This design comes from an exercise in tuning for small area on the open sky130 flow, not from production work.
Only simulation tests tie the RTL to the original design; equivalence was not proved.
Power is estimated from default activity; no workload was simulated.

Setup of old:
// cpu16_core
module cpu16_core #(
  parameter logic [11:0] RESET_PC = 12'h000
) (
  input  logic        CLOCK_50,
  input  logic        reset,
  input  logic [15:0] inst,
  output logic [11:0] pc,
  output logic        retire,
  output logic        halted,
  input  logic [3:0]  dbg_sel,
  output logic [15:0] dbg_data
);
For scale: about 720 cells after synthesis, roughly 9700 sq um of cells after synthesis.
clock: 10.0 ns
lec_check: 0
cap_margin: 10
core_margin: 2
core_utilization: 60
gpl_timing_driven: 0
slew_margin: 10
synth_hierarchical: 1
synth_minimum_keep_size: 0
standard.sh (not shown) runs the stock make flow with config.mk's settings and CLKGATE_MAP_FILE= SYNTH_SCRIPT=/design/flow/synth_recipe.tcl, a recipe that flattens the netlist after the stock synthesis.
==> flow/flow/run.sh <==
#!/bin/bash
set -euo pipefail
cd "$(dirname "$0")/.."
mkdir -p tmp scripts
export TMPDIR="$PWD/tmp"
cp -r "$FLOW_HOME/scripts/." scripts/
cp flow/abc_speed.script scripts/abc_speed.script
export SCRIPTS_DIR="$PWD/scripts"
export CTS_ARGS="-sink_clustering_enable -repair_clock_nets -dont_use_dummy_load -sink_clustering_size 20 -sink_clustering_max_diameter 60 -buf_list sky130_fd_sc_hd__clkbuf_8 -root_buf sky130_fd_sc_hd__clkbuf_4 -tree_buf sky130_fd_sc_hd__clkbuf_4"
export BUFFER_PORTS_ARGS="-buffer_cell sky130_fd_sc_hd__buf_1"
bash standard.sh > standard.log 2>&1
rm -rf tmp
==> flow/flow/abc_speed.script <==
&get -n
&st
&dch
&nf -R 1000 -p
&st
&syn2
&if -g -K 6
&synch2
&nf -R 1000 -p
&st
&syn2
&if -g -K 6
&synch2
&nf -R 1000 -p
&st
&syn2
&if -g -K 6
&synch2
&nf -R 1000 -p
&st
&syn2
&if -g -K 6
&synch2
&nf -R 1000 -p
&st
&syn2
&if -g -K 6
&synch2
&nf -R 1000 -p
&put
topo
stime -c
dnsize -c
Here is what was changed in the inputs of new compared with old.
-- flow/design.v --
<<< old, line 141
  assign retire = fin;
  wire        jump  = op == 4'hC | op_beq & ~zacc;
  wire [11:0] pc_inc, pc_nx;
  wire [11:1] pc_cy;
  cpu16_inv u_inc0 (.a(pc[0]), .y(pc_inc[0]));
>>> new, line 141
  assign retire = fin;
  wire        jump  = op == 4'hC | op_beq & ~zacc;
  wire [11:0] pc_inc, pc_tgt, pc_nx_n, pc_nx;
  wire [11:1] pc_cy;
  cpu16_inv u_inc0 (.a(pc[0]), .y(pc_inc[0]));
<<< old, line 149
  end
  cpu16_xor2 u_inc11 (.a(pc[11]), .b(pc_cy[11]), .y(pc_inc[11]));
  wire sel_tgt_lo = jump & ~reset;
  wire sel_tgt_hi = jump & ~reset & ~op_beq;
  wire sel_inc    = ~jump & ~reset;
  for (genvar i = 0; i < 12; i++) begin : g_pcnx
    wire pc_or;
    cpu16_a22o u_m (.a1(i < 8 ? sel_tgt_lo : sel_tgt_hi), .a2(inst[i]), .b1(sel_inc), .b2(pc_inc[i]),
                    .y(pc_or));
    if (RESET_PC[i]) begin : g_one
      assign pc_nx[i] = pc_or | reset;
    end else begin : g_zero
      assign pc_nx[i] = pc_or;
    end
  end
>>> new, line 149
  end
  cpu16_xor2 u_inc11 (.a(pc[11]), .b(pc_cy[11]), .y(pc_inc[11]));
  assign pc_tgt[7:0] = inst[7:0];
  for (genvar i = 8; i < 12; i++) begin : g_tgt
    cpu16_and2 u_a (.a(inst[i]), .b(~op_beq), .y(pc_tgt[i]));
  end
  for (genvar i = 0; i < 12; i++) begin : g_pcnx
    cpu16_mux2i u_m (.a(pc_inc[i]), .b(pc_tgt[i]), .s(jump), .y(pc_nx_n[i]));
    if (RESET_PC[i]) begin : g_one
      cpu16_nand2 u_r (.a(pc_nx_n[i]), .b(~reset), .y(pc_nx[i]));
    end else begin : g_zero
      cpu16_nor2  u_r (.a(pc_nx_n[i]), .b(reset), .y(pc_nx[i]));
    end
  end
<<< old, line 263
  assign y = a | b;
endmodule
module cpu16_a22o (
  input  logic a1, a2, b1, b2,
  output logic y
);
  assign y = a1 & a2 | b1 & b2;
endmodule
>>> new, line 262
  assign y = a | b;
endmodule
Findings:
- The final layout from new, which completed every stage, passed the timing, design-rule and antenna checks at the end of the flow.
- Maximum number of pins on one net before global-route repair across new and old: no real change.
- Between new and old, switching portion of total power is higher for old, new comes in under that.
- Upper clock frequency limit: new vs old up 0.0010 GHz
- [new vs old] power density relative to cell area: lower in new
- In the flow results for new and old, the final area is smaller on old.
- Taking old as the reference, in new count of non-CTS buffers in the layout decreased about 1.9%; sequential-to-total area share from yosys stat fell by 0.63 points; count of clock-buffer cells in the layout saw an increase; total power draw essentially unchanged; fraction of area in registers lower.
- On first-pass GRT wire length, new does better than old.
- In new, the initial cell density of the core came out 0.39 points above the value in old.

---

The RTL this note starts from:
==> flow/design.v <==
module cpu16_core #(
  parameter logic [11:0] RESET_PC = 12'h000
) (
  input  logic        CLOCK_50,
  input  logic        reset,
  input  logic [15:0] inst,
  output logic [11:0] pc,
  output logic        retire,
  output logic        halted,
  input  logic [3:0]  dbg_sel,
  output logic [15:0] dbg_data
);
  localparam logic [1:0] CLR = 2'd0, FETCH = 2'd1, EX = 2'd2, HALT = 2'd3;
  logic [1:0]  st;
  logic [3:0]  ph;
  logic [15:0] rf [1:15];
  logic [15:0] hi, t;
  logic        c, bd;
  wire [3:0] op = inst[15:12];
  wire [3:0] rc = inst[11:8];
  wire [3:0] ra = inst[7:4];
  wire [3:0] rb = inst[3:0];
  wire s_clr   = st == CLR;
  wire s_fetch = st == FETCH;
  wire s_ex    = st == EX;
  wire last    = ph == 4'd15;
  wire op_sub = op == 4'h1;
  wire op_slt = op == 4'h5;
  wire op_shl = op == 4'h6;
  wire op_shr = op == 4'h7;
  wire op_mul = op == 4'h9;
  wire op_beq = op == 4'hB;
  assign halted = st == HALT;
  wire       tload = s_fetch & (ph == 4'd14);
  wire [1:0] ps_s = {halted | op_beq, halted | tload};
  wire [3:0] psel;
  for (genvar k = 0; k < 4; k++) begin : g_psel
    cpu16_mux4 u_m (.d({dbg_sel[k], rc[k], ra[k], rb[k]}), .s(ps_s), .y(psel[k]));
  end
  wire [3:0] psel_n, lo_n, hi_n;
  wire [15:1] oh;
  for (genvar k = 0; k < 4; k++) begin : g_pre
    cpu16_inv   u_i (.a(psel[k]), .y(psel_n[k]));
    cpu16_nand2 u_l (.a(k[0] ? psel[0] : psel_n[0]), .b(k[1] ? psel[1] : psel_n[1]), .y(lo_n[k]));
    cpu16_nand2 u_h (.a(k[0] ? psel[2] : psel_n[2]), .b(k[1] ? psel[3] : psel_n[3]), .y(hi_n[k]));
  end
  for (genvar i = 1; i < 16; i++) begin : g_oh
    cpu16_nor2 u_o (.a(lo_n[i % 4]), .b(hi_n[i / 4]), .y(oh[i]));
  end
  wire [15:0] pm;
  for (genvar b = 0; b < 16; b++) begin : g_pm
    wire [4:0] g;
    for (genvar k = 0; k < 5; k++) begin : g_k
      cpu16_aoi222 u_aoi (
        .a0(oh[3*k+1]), .b0(rf[3*k+1][b]),
        .a1(oh[3*k+2]), .b1(rf[3*k+2][b]),
        .a2(oh[3*k+3]), .b2(rf[3*k+3][b]),
        .y(g[k]));
    end
    cpu16_nand5 u_nand (.a(g), .y(pm[b]));
  end
  wire [15:0] r0, r1, r2;
  for (genvar i = 0; i < 16; i++) begin : g_rot
    cpu16_mux2i u0 (.a(pm[i]), .b(pm[(i + 15) % 16]), .s(ph[0]), .y(r0[i]));
    cpu16_mux2i u1 (.a(r0[i]), .b(r0[(i + 14) % 16]), .s(ph[1]), .y(r1[i]));
    cpu16_mux2i u2 (.a(r1[i]), .b(r1[(i + 12) % 16]), .s(ph[2]), .y(r2[i]));
    cpu16_mux2i u3 (.a(r2[i]), .b(r2[(i + 8) % 16]), .s(ph[3]), .y(dbg_data[i]));
  end
  wire bnext = pm[1];
  wire       shl = op_shl;
  wire       sh  = op_shl | op_shr;
  wire [3:0] km, kx, idx;
  wire [4:0] ic;
  assign ic[0] = shl;
  for (genvar k = 0; k < 4; k++) begin : g_idx
    cpu16_xor2 u_x (.a(inst[k]), .b(shl), .y(kx[k]));
    cpu16_and2 u_a (.a(kx[k]), .b(sh), .y(km[k]));
    cpu16_fa   u_f (.a(ph[k]), .b(km[k]), .ci(ic[k]), .s(idx[k]), .co(ic[k+1]));
  end
  wire amask, tsel;
  cpu16_xnor2 u_mask (.a(ic[4]), .b(shl), .y(amask));
  wire [3:0] tq;
  for (genvar k = 0; k < 4; k++) begin : g_tq
    cpu16_mux4 u_m (.d(t[4*k +: 4]), .s(idx[1:0]), .y(tq[k]));
  end
  cpu16_mux4 u_tsel (.d(tq), .s(idx[3:2]), .y(tsel));
  wire x_t = tsel & amask;
  wire op_addi = op == 4'h8;
  wire op_li   = op == 4'hD;
  logic imm;
  always_comb begin
    if (op_li) imm = ph[3] ? inst[7] : inst[ph[2:0]];
    else       imm = ph[3:2] == 2'b00 ? inst[ph[1:0]] : 1'b0;
  end
  wire x    = op_li ? 1'b0 : x_t;
  wire y    = (op_addi | op_li) ? imm : bd;
  wire flip = op_slt & last;             
  wire xx   = x ^ flip;
  wire yy   = y ^ (op_sub | op_slt) ^ flip;
  wire cin  = (ph == 4'd0) ? (op_sub | op_slt) : c;
  wire sum  = xx ^ yy ^ cin;
  wire cout = (xx & yy) | (xx & cin) | (yy & cin);
  wire zacc = ((ph == 4'd0) ? 1'b0 : c) | bd;
  wire        mstep = s_ex & op_mul;
  wire [15:0] acc   = {hi[15:1], hi[0] & ~(mstep & ph == 4'd0)};
  wire [15:0] pp    = (mstep & bd) ? t : 16'd0;
  wire [16:0] s17;
  wire [16:1] cy;
  cpu16_ha u_ha (.a(acc[0]), .b(pp[0]), .s(s17[0]), .co(cy[1]));
  for (genvar i = 1; i < 16; i++) begin : g_add
    cpu16_fa u_fa (.a(acc[i]), .b(pp[i]), .ci(cy[i]), .s(s17[i]), .co(cy[i+1]));
  end
  assign s17[16] = cy[16];
  wire        hclr  = s_clr | (s_fetch & op_mul & ph != 4'd0);
  wire        htop  = mstep ? s17[16] : (hclr ? 1'b0 : hi[0]);
  logic wbit, wen;
  always_comb begin
    wbit = 1'b0;
    case (op)
      4'h0, 4'h1, 4'h8, 4'hD: wbit = sum;
      4'h2: wbit = x & y;
      4'h3: wbit = x | y;
      4'h4: wbit = x ^ y;
      4'h5: wbit = s_fetch & ~c;
      4'h6, 4'h7: wbit = x;
      4'h9: wbit = s17[0];
      4'hA: wbit = hi[0];
      default: wbit = 1'b0;
    endcase
    if (s_clr) wbit = 1'b0;
    wen = s_ex & (op <= 4'hA) & ~(op_slt & ph == 4'd0) | s_ex & op_li
        | s_fetch & op_slt & ph == 4'd0;
  end
  wire fin = last & s_ex;
  assign retire = fin;
  wire        jump  = op == 4'hC | op_beq & ~zacc;
  wire [11:0] pc_inc, pc_tgt, pc_nx_n, pc_nx;
  wire [11:1] pc_cy;
  cpu16_inv u_inc0 (.a(pc[0]), .y(pc_inc[0]));
  assign pc_cy[1] = pc[0];
  for (genvar i = 1; i < 11; i++) begin : g_inc
    cpu16_ha u_h (.a(pc[i]), .b(pc_cy[i]), .s(pc_inc[i]), .co(pc_cy[i+1]));
  end
  cpu16_xor2 u_inc11 (.a(pc[11]), .b(pc_cy[11]), .y(pc_inc[11]));
  assign pc_tgt[7:0] = inst[7:0];
  for (genvar i = 8; i < 12; i++) begin : g_tgt
    cpu16_and2 u_a (.a(inst[i]), .b(~op_beq), .y(pc_tgt[i]));
  end
  for (genvar i = 0; i < 12; i++) begin : g_pcnx
    cpu16_mux2i u_m (.a(pc_inc[i]), .b(pc_tgt[i]), .s(jump), .y(pc_nx_n[i]));
    if (RESET_PC[i]) begin : g_one
      cpu16_nand2 u_r (.a(pc_nx_n[i]), .b(~reset), .y(pc_nx[i]));
    end else begin : g_zero
      cpu16_nor2  u_r (.a(pc_nx_n[i]), .b(reset), .y(pc_nx[i]));
    end
  end
  wire        pc_en = reset | fin & (op != 4'hF);
  always_ff @(posedge CLOCK_50) begin
    ph <= reset ? 4'd0 : ph + 4'd1;
    c  <= s_clr | (op_beq ? zacc : cout);
    bd <= bnext;
    hi <= {htop, s17[15:1]};
    if (tload) t <= {pm[1:0], pm[15:2]};
    for (int i = 1; i < 16; i++)
      rf[i] <= {(s_clr | wen & rc == 4'(i)) ? wbit : rf[i][0], rf[i][15:1]};
    if (pc_en) pc <= pc_nx;
    if (reset) begin
      st <= CLR;
    end else if (last) begin
      case (st)
        CLR:   st <= FETCH;
        FETCH: st <= EX;
        EX:    st <= op == 4'hF ? HALT : FETCH;
        default: st <= HALT;
      endcase
    end
  end
endmodule
module cpu16_aoi222 (
  input  logic a0, b0, a1, b1, a2, b2,
  output logic y
);
  assign y = ~(a0 & b0 | a1 & b1 | a2 & b2);
endmodule
module cpu16_nand5 (
  input  logic [4:0] a,
  output logic       y
);
  assign y = ~&a;
endmodule
module cpu16_mux2i (
  input  logic a, b, s,
  output logic y
);
  assign y = ~(s ? b : a);
endmodule
module cpu16_inv (
  input  logic a,
  output logic y
);
  assign y = ~a;
endmodule
module cpu16_nand2 (
  input  logic a, b,
  output logic y
);
  assign y = ~(a & b);
endmodule
module cpu16_nor2 (
  input  logic a, b,
  output logic y
);
  assign y = ~(a | b);
endmodule
module cpu16_fa (
  input  logic a, b, ci,
  output logic s, co
);
  assign {co, s} = a + b + ci;
endmodule
module cpu16_ha (
  input  logic a, b,
  output logic s, co
);
  assign {co, s} = a + b;
endmodule
module cpu16_mux4 (
  input  logic [3:0] d,
  input  logic [1:0] s,
  output logic       y
);
  assign y = d[s];
endmodule
module cpu16_xor2 (
  input  logic a, b,
  output logic y
);
  assign y = a ^ b;
endmodule
module cpu16_xnor2 (
  input  logic a, b,
  output logic y
);
  assign y = ~(a ^ b);
endmodule
module cpu16_and2 (
  input  logic a, b,
  output logic y
);
  assign y = a & b;
endmodule
clock: 10.0 ns
lec_check: 0
cap_margin: 20
core_margin: 2
core_utilization: 60
slew_margin: 20
synth_hierarchical: 1
synth_minimum_keep_size: 0
==> flow/flow/run.sh <==
#!/bin/bash
set -euo pipefail
cd "$(dirname "$0")/.."
mkdir -p tmp
export TMPDIR="$PWD/tmp"
export CTS_ARGS="-sink_clustering_enable -repair_clock_nets -dont_use_dummy_load -sink_clustering_size 20 -sink_clustering_max_diameter 60 -buf_list sky130_fd_sc_hd__clkbuf_8 -root_buf sky130_fd_sc_hd__clkbuf_4 -tree_buf sky130_fd_sc_hd__clkbuf_4"
export BUFFER_PORTS_ARGS="-buffer_cell sky130_fd_sc_hd__buf_1"
bash standard.sh > standard.log 2>&1
rm -rf tmp
Then changed:
--- a/flow/design.v
+++ b/flow/design.v
@@ -11,13 +11,13 @@
   output logic [15:0] dbg_data
 );
   localparam logic [1:0] CLR = 2'd0, FETCH = 2'd1, EX = 2'd2, HALT = 2'd3;
   logic [1:0]  st;
   logic [3:0]  ph;
   logic [15:0] rf [1:15];
-  logic [15:0] hi, t;
+  logic [15:0] hin, t;    
   logic        c, bd;
   wire [3:0] op = inst[15:12];
   wire [3:0] rc = inst[11:8];
   wire [3:0] ra = inst[7:4];
   wire [3:0] rb = inst[3:0];
   wire s_clr   = st == CLR;
@@ -99,35 +99,40 @@
   wire yy   = y ^ (op_sub | op_slt) ^ flip;
   wire cin  = (ph == 4'd0) ? (op_sub | op_slt) : c;
   wire sum  = xx ^ yy ^ cin;
   wire cout = (xx & yy) | (xx & cin) | (yy & cin);
   wire zacc = ((ph == 4'd0) ? 1'b0 : c) | bd;
   wire        mstep = s_ex & op_mul;
-  wire [15:0] acc   = {hi[15:1], hi[0] & ~(mstep & ph == 4'd0)};
-  wire [15:0] pp    = (mstep & bd) ? t : 16'd0;
-  wire [16:0] s17;
-  wire [16:1] cy;
-  cpu16_ha u_ha (.a(acc[0]), .b(pp[0]), .s(s17[0]), .co(cy[1]));
+  wire        pg    = mstep & bd;
+  wire [15:0] accn  = {hin[15:1], hin[0] | (mstep & ph == 4'd0)};
+  wire [15:0] ppn;
+  for (genvar i = 0; i < 16; i++) begin : g_pp
+    cpu16_nand2 u_p (.a(t[i]), .b(pg), .y(ppn[i]));
+  end
+  wire [16:0] s17n;    
+  wire [16:1] cyn;     
+  cpu16_xnor2 u_s0 (.a(accn[0]), .b(ppn[0]), .y(s17n[0]));
+  cpu16_or2   u_c0 (.a(accn[0]), .b(ppn[0]), .y(cyn[1]));
   for (genvar i = 1; i < 16; i++) begin : g_add
-    cpu16_fa u_fa (.a(acc[i]), .b(pp[i]), .ci(cy[i]), .s(s17[i]), .co(cy[i+1]));
-  end
-  assign s17[16] = cy[16];
+    cpu16_fa u_fa (.a(accn[i]), .b(ppn[i]), .ci(cyn[i]), .s(s17n[i]), .co(cyn[i+1]));
+  end
+  assign s17n[16] = cyn[16];
   wire        hclr  = s_clr | (s_fetch & op_mul & ph != 4'd0);
-  wire        htop  = mstep ? s17[16] : (hclr ? 1'b0 : hi[0]);
+  wire        htopn = mstep ? s17n[16] : (hclr | hin[0]);
   logic wbit, wen;
   always_comb begin
     wbit = 1'b0;
     case (op)
       4'h0, 4'h1, 4'h8, 4'hD: wbit = sum;
       4'h2: wbit = x & y;
       4'h3: wbit = x | y;
       4'h4: wbit = x ^ y;
       4'h5: wbit = s_fetch & ~c;
       4'h6, 4'h7: wbit = x;
-      4'h9: wbit = s17[0];
-      4'hA: wbit = hi[0];
+      4'h9: wbit = ~s17n[0];
+      4'hA: wbit = ~hin[0];
       default: wbit = 1'b0;
     endcase
     if (s_clr) wbit = 1'b0;
     wen = s_ex & (op <= 4'hA) & ~(op_slt & ph == 4'd0) | s_ex & op_li
         | s_fetch & op_slt & ph == 4'd0;
   end
@@ -156,13 +161,13 @@
   end
   wire        pc_en = reset | fin & (op != 4'hF);
   always_ff @(posedge CLOCK_50) begin
     ph <= reset ? 4'd0 : ph + 4'd1;
     c  <= s_clr | (op_beq ? zacc : cout);
     bd <= bnext;
-    hi <= {htop, s17[15:1]};
+    hin <= {htopn, s17n[15:1]};
     if (tload) t <= {pm[1:0], pm[15:2]};
     for (int i = 1; i < 16; i++)
       rf[i] <= {(s_clr | wen & rc == 4'(i)) ? wbit : rf[i][0], rf[i][15:1]};
     if (pc_en) pc <= pc_nx;
     if (reset) begin
       st <= CLR;
@@ -246,6 +251,12 @@
 module cpu16_and2 (
   input  logic a, b,
   output logic y
 );
   assign y = a & b;
 endmodule
+module cpu16_or2 (
+  input  logic a, b,
+  output logic y
+);
+  assign y = a | b;
+endmodule
Combinational power climbs by about 5%; power is about the same; setup slack degrades by 79 ps; design area drops by 0.91%; area after synthesis drops by about 1.2%; die area drops by 1.2%; clock power barely changes; non-clock buffer count does not change; global-route usage is about the same; clock-buffer cell count stays the same.

-- afterwards: timing with drivers on the ports --
How much do the figures lean on ideal ports? The routed layouts below were timed once more, with nothing changed but the port constraints. Step 1 sets driving cells, clkbuf_16 on the clock port and buf_2 on the other inputs (assumed; they add their load-dependent delay and slew). Step 2 also shifts input and output timing later by t, the mid clock arrival at the registers, as if the neighbouring blocks saw the same clock. a / b / c = ideal / step 1 / step 2; a / b = the first two.
| run | shift t [ns] | slack for setup (ns) | worst hold slack (ns) | latest minus earliest clock arrival (ns) | worst data-port slew with drivers (ns) |
|---|---|---|---|---|---|
| old | 0.648 | 0.447 / 0.456 / -0.192 | 0.299 / 0.299 / 0.299 | 0.089 / 0.089 | 0.05 |
| new | 0.642 | 0.539 / 0.544 / -0.099 | 0.260 / 0.260 / 0.260 | 0.127 / 0.127 | 0.04 |
| the first run of note 2 | 0.664 | 1.103 / 1.119 / 0.455 | 0.234 / 0.234 / 0.234 | 0.143 / 0.144 | 0.04 |
| the second run of note 2 | 0.651 | 1.023 / 1.036 / 0.384 | 0.337 / 0.337 / 0.337 | 0.058 / 0.059 | 0.04 |
Met with ideal ports but missed after step 2: setup timing in old and new. The setup slack of the first run of note 2, which loses most, moves by +0.016 ns with the drivers and by -0.648 ns with both steps.
